This design comes from an exercise in tuning for small area, a short achievable clock period and few clock cycles per item on the open sky130 flow, not from production work. The RTL was checked by simulation tests, not by an equivalence proof against the original design. Power is estimated from default activity; no workload was simulated.

[flow/design.v]
module atomik_delta_accumulator_mc #(
   parameter int DATA_WIDTH    = 64,
   parameter int NUM_CHANNELS  = 4,
   parameter int HISTORY_DEPTH = 8
) (
   input  logic                    clk,
   input  logic                    rst,
   input  logic                    cmd_valid,
   output logic                    cmd_ready,
   input  logic [1:0]              cmd_op,
   input  logic [((NUM_CHANNELS > 1) ? $clog2(NUM_CHANNELS) : 1)-1:0] cmd_ch,
   input  logic [DATA_WIDTH-1:0]   cmd_data,
   output logic                    rsp_valid,
   output logic [((NUM_CHANNELS > 1) ? $clog2(NUM_CHANNELS) : 1)-1:0] rsp_ch,
   output logic [DATA_WIDTH-1:0]   rsp_data,
   output logic                    rsp_zero,
   output logic                    rsp_err,
   output logic [NUM_CHANNELS-1:0] acc_zero
);
   localparam int CH_W      = (NUM_CHANNELS > 1) ? $clog2(NUM_CHANNELS) : 1;
   localparam int CNT_W     = $clog2(HISTORY_DEPTH + 1);
   localparam int PTR_W     = (HISTORY_DEPTH > 1) ? $clog2(HISTORY_DEPTH) : 1;
   localparam int MEM_DEPTH = NUM_CHANNELS * HISTORY_DEPTH;
   localparam int AW        = (MEM_DEPTH > 1) ? $clog2(MEM_DEPTH) : 1;
   localparam logic [1:0] OP_LOAD     = 2'd0;
   localparam logic [1:0] OP_ACCUM    = 2'd1;
   localparam logic [1:0] OP_READ     = 2'd2;
   localparam logic [1:0] OP_ROLLBACK = 2'd3;
   typedef enum logic {S_IDLE, S_ROLLBACK} state_t;
   function automatic logic [PTR_W-1:0] ptr_inc(input logic [PTR_W-1:0] p);
      ptr_inc = (int'(p) == HISTORY_DEPTH - 1) ? '0 : p + PTR_W'(1);
   endfunction
   function automatic logic [PTR_W-1:0] ptr_dec(input logic [PTR_W-1:0] p);
      ptr_dec = (p == '0) ? PTR_W'(HISTORY_DEPTH - 1) : p - PTR_W'(1);
   endfunction
   state_t                  r_state;
   logic                    r_cmd_ready;
   logic [CH_W-1:0]         r_rb_ch;
   logic [CNT_W-1:0]        r_rb_left;
   logic                    r_rb_err;
   logic                    r_rsp_valid;
   logic [CH_W-1:0]         r_rsp_ch;
   logic [DATA_WIDTH-1:0]   r_rsp_data;
   logic                    r_rsp_zero;
   logic                    r_rsp_err;
   logic [DATA_WIDTH-1:0]   r_hist [MEM_DEPTH];
   logic [DATA_WIDTH-1:0]   r_pop_data;
   logic [DATA_WIDTH-1:0]   w_init [NUM_CHANNELS];
   logic [DATA_WIDTH-1:0]   w_acc  [NUM_CHANNELS];
   logic [CNT_W-1:0]        w_cnt  [NUM_CHANNELS];
   logic [PTR_W-1:0]        w_ptr  [NUM_CHANNELS];
   logic [NUM_CHANNELS-1:0] w_acc_zero;
   logic                    w_ready;
   logic                    w_accept;
   logic                    w_ch_ok;
   logic [CH_W-1:0]         w_ch_idx;
   logic [CH_W-1:0]         w_sel_ch;
   logic [DATA_WIDTH-1:0]   w_sel_init;
   logic [DATA_WIDTH-1:0]   w_sel_acc;
   logic [CNT_W-1:0]        w_sel_cnt;
   logic [PTR_W-1:0]        w_sel_ptr;
   logic [CNT_W-1:0]        w_n;
   logic [PTR_W-1:0]        w_rd_idx;
   logic [AW-1:0]           w_rd_addr;
   logic [AW-1:0]           w_wr_addr;
   logic                    w_mem_we;
   logic [DATA_WIDTH-1:0]   w_acc_after_accum;
   logic [DATA_WIDTH-1:0]   w_acc_after_pop;
   assign w_ready  = r_cmd_ready & ~rst;
   assign w_accept = cmd_valid & w_ready;
   assign w_ch_ok  = (int'(cmd_ch) < NUM_CHANNELS);
   assign w_ch_idx = w_ch_ok ? cmd_ch : '0;
   assign w_sel_ch = (r_state == S_ROLLBACK) ? r_rb_ch : w_ch_idx;
   assign w_sel_init = w_init[w_sel_ch];
   assign w_sel_acc  = w_acc[w_sel_ch];
   assign w_sel_cnt  = w_cnt[w_sel_ch];
   assign w_sel_ptr  = w_ptr[w_sel_ch];
   assign w_n        = cmd_data[CNT_W-1:0];
   assign w_rd_idx  = (r_state == S_ROLLBACK) ? ptr_dec(ptr_dec(w_sel_ptr)) : ptr_dec(w_sel_ptr);
   assign w_rd_addr = AW'(int'(w_sel_ch) * HISTORY_DEPTH + int'(w_rd_idx));
   assign w_wr_addr = AW'(int'(w_ch_idx) * HISTORY_DEPTH + int'(w_sel_ptr));
   assign w_mem_we  = w_accept && w_ch_ok && (cmd_op == OP_ACCUM) && (r_state == S_IDLE);
   assign w_acc_after_accum = w_sel_acc ^ cmd_data;
   assign w_acc_after_pop   = w_sel_acc ^ r_pop_data;
   always_ff @(posedge clk) begin
      if (w_mem_we) begin
         r_hist[w_wr_addr] <= cmd_data;
      end
      r_pop_data <= r_hist[w_rd_addr];
   end
   generate
      for (genvar gi = 0; gi < NUM_CHANNELS; gi++) begin : g_ch
         logic [DATA_WIDTH-1:0] r_init;
         logic [DATA_WIDTH-1:0] r_acc;
         logic [CNT_W-1:0]      r_cnt;
         logic [PTR_W-1:0]      r_ptr;
         logic                  r_zero;
         logic                  w_hit;
         logic                  w_pop;
         assign w_hit = w_accept && w_ch_ok && (r_state == S_IDLE) && (int'(cmd_ch) == gi);
         assign w_pop = (r_state == S_ROLLBACK) && (int'(r_rb_ch) == gi);
         always_ff @(posedge clk) begin
            if (rst) begin
               r_init <= '0;
               r_acc  <= '0;
               r_cnt  <= '0;
               r_ptr  <= '0;
               r_zero <= 1'b1;
            end else if (w_pop) begin
               r_acc  <= r_acc ^ r_pop_data;
               r_zero <= ((r_acc ^ r_pop_data) == '0);
               r_cnt  <= r_cnt - CNT_W'(1);
               r_ptr  <= ptr_dec(r_ptr);
            end else if (w_hit) begin
               case (cmd_op)
                  OP_LOAD: begin
                     r_init <= cmd_data;
                     r_acc  <= '0;
                     r_cnt  <= '0;
                     r_zero <= 1'b1;
                  end
                  OP_ACCUM: begin
                     r_acc  <= r_acc ^ cmd_data;
                     r_zero <= ((r_acc ^ cmd_data) == '0);
                     r_ptr  <= ptr_inc(r_ptr);
                     if (int'(r_cnt) != HISTORY_DEPTH) begin
                        r_cnt <= r_cnt + CNT_W'(1);
                     end
                  end
                  default: ;
               endcase
            end
         end
         assign w_init[gi]     = r_init;
         assign w_acc[gi]      = r_acc;
         assign w_cnt[gi]      = r_cnt;
         assign w_ptr[gi]      = r_ptr;
         assign w_acc_zero[gi] = r_zero;
      end
   endgenerate
   always_ff @(posedge clk) begin
      if (rst) begin
         r_state     <= S_IDLE;
         r_cmd_ready <= 1'b1;
         r_rb_ch     <= '0;
         r_rb_left   <= '0;
         r_rb_err    <= 1'b0;
         r_rsp_valid <= 1'b0;
         r_rsp_ch    <= '0;
         r_rsp_data  <= '0;
         r_rsp_zero  <= 1'b0;
         r_rsp_err   <= 1'b0;
      end else begin
         r_rsp_valid <= 1'b0;
         case (r_state)
            S_IDLE: begin
               if (w_accept) begin
                  r_rsp_valid <= 1'b1;
                  r_rsp_ch    <= cmd_ch;
                  r_rsp_err   <= 1'b0;
                  if (!w_ch_ok) begin
                     r_rsp_err  <= 1'b1;
                     r_rsp_data <= '0;
                     r_rsp_zero <= 1'b0;
                  end else begin
                     case (cmd_op)
                        OP_LOAD: begin
                           r_rsp_data <= cmd_data;
                           r_rsp_zero <= 1'b1;
                        end
                        OP_ACCUM: begin
                           r_rsp_data <= w_sel_init ^ w_acc_after_accum;
                           r_rsp_zero <= (w_acc_after_accum == '0);
                        end
                        OP_ROLLBACK: begin
                           if ((w_n == '0) || (w_sel_cnt == '0)) begin
                              r_rsp_data <= w_sel_init ^ w_sel_acc;
                              r_rsp_zero <= (w_sel_acc == '0);
                              r_rsp_err  <= (w_n != '0);
                           end else begin
                              r_rsp_valid <= 1'b0;
                              r_state     <= S_ROLLBACK;
                              r_cmd_ready <= 1'b0;
                              r_rb_ch     <= cmd_ch;
                              r_rb_left   <= (w_n > w_sel_cnt) ? w_sel_cnt : w_n;
                              r_rb_err    <= (w_n > w_sel_cnt);
                           end
                        end
                        default: begin
                           r_rsp_data <= w_sel_init ^ w_sel_acc;
                           r_rsp_zero <= (w_sel_acc == '0);
                        end
                     endcase
                  end
               end
            end
            S_ROLLBACK: begin
               r_rb_left <= r_rb_left - CNT_W'(1);
               if (r_rb_left == CNT_W'(1)) begin
                  r_state     <= S_IDLE;
                  r_cmd_ready <= 1'b1;
                  r_rsp_valid <= 1'b1;
                  r_rsp_ch    <= r_rb_ch;
                  r_rsp_data  <= w_sel_init ^ w_acc_after_pop;
                  r_rsp_zero  <= (w_acc_after_pop == '0);
                  r_rsp_err   <= r_rb_err;
               end
            end
            default: r_state <= S_IDLE;
         endcase
      end
   end
   assign cmd_ready = w_ready;
   assign rsp_valid = r_rsp_valid;
   assign rsp_ch    = r_rsp_ch;
   assign rsp_data  = r_rsp_data;
   assign rsp_zero  = r_rsp_zero;
   assign rsp_err   = r_rsp_err;
   assign acc_zero  = w_acc_zero;
endmodule
[flow/run.sh]
#!/bin/bash
# synth_recipe.tcl (not shown) runs the flow's synth.tcl, then flattens the netlist and writes it again
# the make line also repeats each setting of config.mk as NAME=value (left out here)
make -C /OpenROAD-flow-scripts/flow DESIGN_CONFIG=/design/flow/config.mk WORK_HOME=/design/flow/orfs CLKGATE_MAP_FILE= SYNTH_SCRIPT=/design/flow/synth_recipe.tcl finish
[flow/config.mk]
export PLATFORM = sky130hd
export DESIGN_NAME = atomik_delta_accumulator_mc
export DESIGN_NICKNAME = atomik_delta_accumulator_mc
export VERILOG_FILES = /design/flow/design.v
export SDC_FILE = /design/flow/constraint.sdc
export NUM_CORES = 4
export LEC_CHECK = 0
export CAP_MARGIN = 20
export CORE_MARGIN = 2
export CORE_UTILIZATION = 40
export SLEW_MARGIN = 20
[flow/constraint.sdc]
create_clock -name core_clock -period 5.0 [get_ports {clk}]
set_input_delay 1.0000 -clock core_clock [delete_from_list [all_inputs] [get_ports {clk}]]
set_output_delay 1.0000 -clock core_clock [all_outputs]
set_load 0.01 [all_outputs]
==> run notes <==
-- metal layers --
metal  wire length, µm  vias up  GRT usage
met5                96        -          0
met3             65030     1629    0.06984
met4             36790       14     0.1797
li1                  -    46580          -
met2            253400     8129     0.4922
met1            225100    56620     0.4391
-- per-stage QoR --
| step | power, mW | worst slack (ns) | hold slack, ns | instance area, µm² | setup TNS, ns |
|---|---|---|---|---|---|
| floorplan | 26.77 | -0.5355 | 0.4331 | 135100 | -251.31 |
| global placement | 28.70 | -0.2617 | 0.4379 | 146500 | -8.855 |
| detailed placement | 28.75 | -0.2803 | 0.4453 | 146500 | -9.186 |
| CTS | 51.58 | 0.6972 | 0.2813 | 156600 | 0 |
| global route | 52.69 | 0.3970 | 0.3323 | 156700 | 0 |
| finish | 51.59 | 0.6055 | 0.3321 | 156700 | 0 |
-- worst max path at each step --
stage / from / to / slack (ns) / depth (start not counted)
5_1_grt: cmd_ch[0] / r_rsp_data[46]$_SDFFE_PP0P_ / 0.40 / 12
4_1_cts: cmd_ch[0] / r_rsp_data[61]$_SDFFE_PP0P_ / 0.70 / 11
2_1_floorplan: cmd_ch[0] / r_hist[11][0]$_DFFE_PP_ / -0.54 / 12
3_5_place_dp: cmd_ch[0] / r_rsp_data[61]$_SDFFE_PP0P_ / -0.28 / 11
6_report: cmd_ch[0] / r_rsp_data[46]$_SDFFE_PP0P_ / 0.61 / 12
3_3_place_gp: cmd_ch[0] / r_pop_data[24]$_DFF_P_ / -0.26 / 11
-- layout by cell type, fill, tap and decap left out, types with 156 or more instances in the layout --
cell       Yosys  routed
dfxtp_1      686     682
buf_12         0     245
a221oi_1     261     261
nand3_1      415     411
o21ai_0      645     644
nor4_1       185     180
mux2_2       455     455
edfxtp_1    2048    2048
mux4_2       187     186
a22oi_1      301     301
nor3b_1      198     197
o221ai_1     513     513
xor2_1       726     725
o311ai_0     158     156
o211ai_1     241     241
nor3_1       403     400
a211oi_1     196     196
clkbuf_16      0     321
buf_4         12     605
o22ai_1      331     331
a21oi_1      564     562
nand2_1      970     964
nor2_1       541     499
-- Yosys cell counts (84+ instances only) --
| library cell | n |
|---|---|
| o21ai_0 | 645 |
| o211ai_1 | 241 |
| dfxtp_1 | 686 |
| a211oi_1 | 196 |
| mux2_2 | 455 |
| xor2_1 | 726 |
| buf_2 | 85 |
| nand3_1 | 415 |
| a31oi_1 | 84 |
| buf_1 | 118 |
| clkbuf_1 | 1121 |
| nor3b_1 | 198 |
| a22oi_1 | 301 |
| o311ai_0 | 158 |
| o221ai_1 | 513 |
| nand2_1 | 970 |
| edfxtp_1 | 2048 |
| a221oi_1 | 261 |
| a21oi_1 | 564 |
| nor2_1 | 541 |
| nor4_1 | 185 |
| mux4_2 | 187 |
| o22ai_1 | 331 |
| nor3_1 | 403 |
-- registers in the layout, indices dropped and copies added, names as in the netlist, 2 cells and up --
name / flops
r_rb_left: 4
r_pop_data: 64
r_rb_ch: 2
r_hist: 2048
g_ch.r_ptr: 12
g_ch.r_init: 256
g_ch.r_cnt: 16
g_ch.r_acc: 256
r_rsp_ch: 2
g_ch.r_zero: 4
r_rsp_data: 64
-- cell type report --
cell class                 instances  area, µm²  area share
antenna                           14      35.03   0.0002235
clock buffer                     411       8661     0.05526
tap                             4515       5649     0.03604
clock inverter                   153       1466    0.009356
multi-input combinational       7832      54970      0.3507
inverter                          28      112.6   0.0007184
sequential                      2734      75240      0.4800
timing repair buffer             997      10610     0.06769
-- cells by family (layout without fill, tap and decap cells) --
| group | count (synthesis) | count (layout) |
|---|---|---|
| mux | 692 | 692 |
| other cells | 0 | 14 |
| buf+inv | 1367 | 1589 |
| xor+xnor | 771 | 771 |
| compound gates | 3476 | 3476 |
| flops | 2734 | 2734 |
| simple gates | 2853 | 2853 |
| fa+ha+maj | 40 | 40 |
-- worst register-to-register path, delay by kind of cell, from the launching register on --
| kind | cells | cell delay, ns |
|---|---|---|
| multiplexers | 2 | 1.07 |
| flip-flops | 1 | 0.42 |
| buffers and inverters | 4 | 1.31 |
| AND/OR/NAND/NOR | 1 | 0.08 |
| XOR/XNOR | 1 | 0.32 |
| AO/OA/AOI/OAI | 3 | 1.06 |
-- power groups by stage --
stage	Combinational, mW	Clock, mW	Sequential [mW]
6_report	3.67	23.1	24.8
5_1_grt	3.73	24.2	24.8
4_1_cts	3.51	23.3	24.8
3_5_place_dp	3.50	0	25.3
3_3_place_gp	3.46	0	25.2
2_1_floorplan	1.72	0	25.0
==> impl_metrics.yaml <==
cells_and_area:
  instances_no_fill: 16680
  layout-drive-gt1-share: 0.1753
  final_util: 0.4664
  fillers: 29890
  area_growth_pct: 16.16
  final_net_count: 12020
min_path:
  holdPathEnd: "r_rsp_ch[1]$_SDFFE_PP0P_"
  whs_path_depth: 2
  hp-start: "rst"
  hold_path.class: "in2reg"
sta:
  slew_headroom: 0.1400
  fmax_mhz: 227.6
  hold_viol_final: 0
  finalCritPeriodShare: 0.8789
  fin_crit_ns: 4.394
  rsz0062_at_grt: "false"
  fin_worst_skew_ns: 0.08159
  finalSetupViolCount: 0
  worstMarginPinSlew_ns: 1.288
  drv_slew: 0
global_route:
  antenna_found_initial: 45
  grt_max_degree: 301
  track_usage: 0.3270
  grt_pass1_wl_mm: 804.6
  overflow: 0
  grt_pass1_vias: 105200
synth:
  synth_area_leaders: "edfxtp_1 46%, dfxtp_1 10%, xor2_1 4.7%"
  yosys.area.top_type: "edfxtp_1"
  async_flop_share: 0
  synth_top_area_share: 0.4558
  syn_nets: 12040
  synth_mux_area_frac: 0.07330
  synth-simple-area-share: 0.09862
  synth_flop_cell: "edfxtp_1"
  synth_fa_ha_area_frac: 0.003709
  synth_area_mm2: 0.1349
  synth_compound_area_frac: 0.1775
  yosys_warnings: 5
  synth_top_family_by_area: "compound AO/OA/AOI/OAI gates"
  yosysSeqAreaShare: 0.5576
  synth_edf_count: 2048
  synth_xor_xnor_area_share: 0.05005
  syn_avg_cell_area_um2: 11.31
  synthCells: 11930
  synth_seq_cells: 2734
  synth.distinct_cells: 61
placed_design:
  hpwlAfterDp_mm: 376.3
  place_congestion: 1.047
  port_buffers: 144
  placedCellCount: 16100
critical_path:
  start_kind: "primary input"
  cp_data_required_time_ns: 5.85
  r2r-end: "r_rsp_data[46]$_SDFFE_PP0P_"
  path_max_fanout: 31
  ff2ff_path_depth: 11
  cpPeakStageDelay_ns: 0.86
  path_cells: "clkdlybuf4s50_1 > mux2i_4 > buf_4 > buf_4 > buf_4 > mux4_2 > xor2_1 > a21oi_1 > o311ai_1 > buf_4 > o21ai_0 > nor2_1"
  cp.arrival_ns: 5.24
  cpMostUsedCell: "buf_4"
  r2r_slack_ns: 0.65
  end_kind: "flop"
  slowest_stage: "o311ai_1"
  reg2reg_from: "r_state$_SDFF_PP0_"
  worstSetupPathType: "in2reg"
  path_buf_inv: 5
  cp_top_family: "buffers and inverters"
route:
  vias: 113000
  post_drt_wl_per_cell_um: 34.79
  drc_errors: 0
  first_iter_violations: 17700
  drtPass1Iterations: 10
  detail-route-antenna-nets: 0
  vias_per_cell: 6.771
  routed_wl_mm: 580.4
clocking:
  root_buffer: "clkbuf_16"
  cts_tree: "done"
  cts_buffers: 313
  post_cts_buffers: 0
  htreeDepth: 5
  clock_latency_ns: 0.97
  clk_pin_slew_ns: 0.06
  clock-sinks: 2734
  postCtsHoldBufs: 0
  cts_resized: 0
  cts.path.max_buffers: 4
power_and_ir_drop:
  pwr_density_cell_mw_per_mm2: 329.1
  p_clk_frac: 0.448
  seqPwrFrac: 0.481
  ir_drop_mv: 0.2818
  power.share.switching: 0.2465
  p_sw_mw: 12.72
  cellLeakagePower_nw: 49.88
  combPwrFrac: 0.071
  intPower_mw: 38.87
run:
  max_cap_violations: 0
die:
  row_count: 213
  die_y_um: 584.8
  io_pins: 145
  fp.dieArea_mm2: 0.3420
  fp.dieW_um: 584.8
  start_util: 0.4015
  core_area_mm2: 0.3361
outcome:
  status: "complete, no violations"
Testbench counts, summed over its fixed seeds: cycles 6,654, commands 4,800.

==> separate check: timing with driven ports <==
Ports are ideal in the flow. The routed layout listed here was re-timed in OpenROAD. Step 1 (the two cells are an assumption about what drives the block):
set clk [get_ports {clk}]
set_driving_cell -lib_cell sky130_fd_sc_hd__clkbuf_16 $clk
set_driving_cell -lib_cell sky130_fd_sc_hd__buf_2 [delete_from_list [all_inputs] $clk]
Step 2 adds t to the input delays and takes it off the output delays; t is the mean of the earliest and latest rising clock arrival at the registers after step 1. Input paths then give back, and output paths get back, about the clock's delay inside the block. Slacks: ideal ports / drivers / drivers and shift; pairs: ideal ports / drivers.
t (ns): 1.048
setup WS [ns]: 0.606 / 0.650 / -0.346
worst hold slack (ns): 0.332 / 0.254 / 0.452
worst data-port slew with drivers (ns): 0.37
cell pins on the clock port's net: 1
With both steps, setup timing fails in this run, where it was met with ideal ports. The setup slack of this run moves by +0.044 ns with the drivers and by -0.952 ns with both steps.
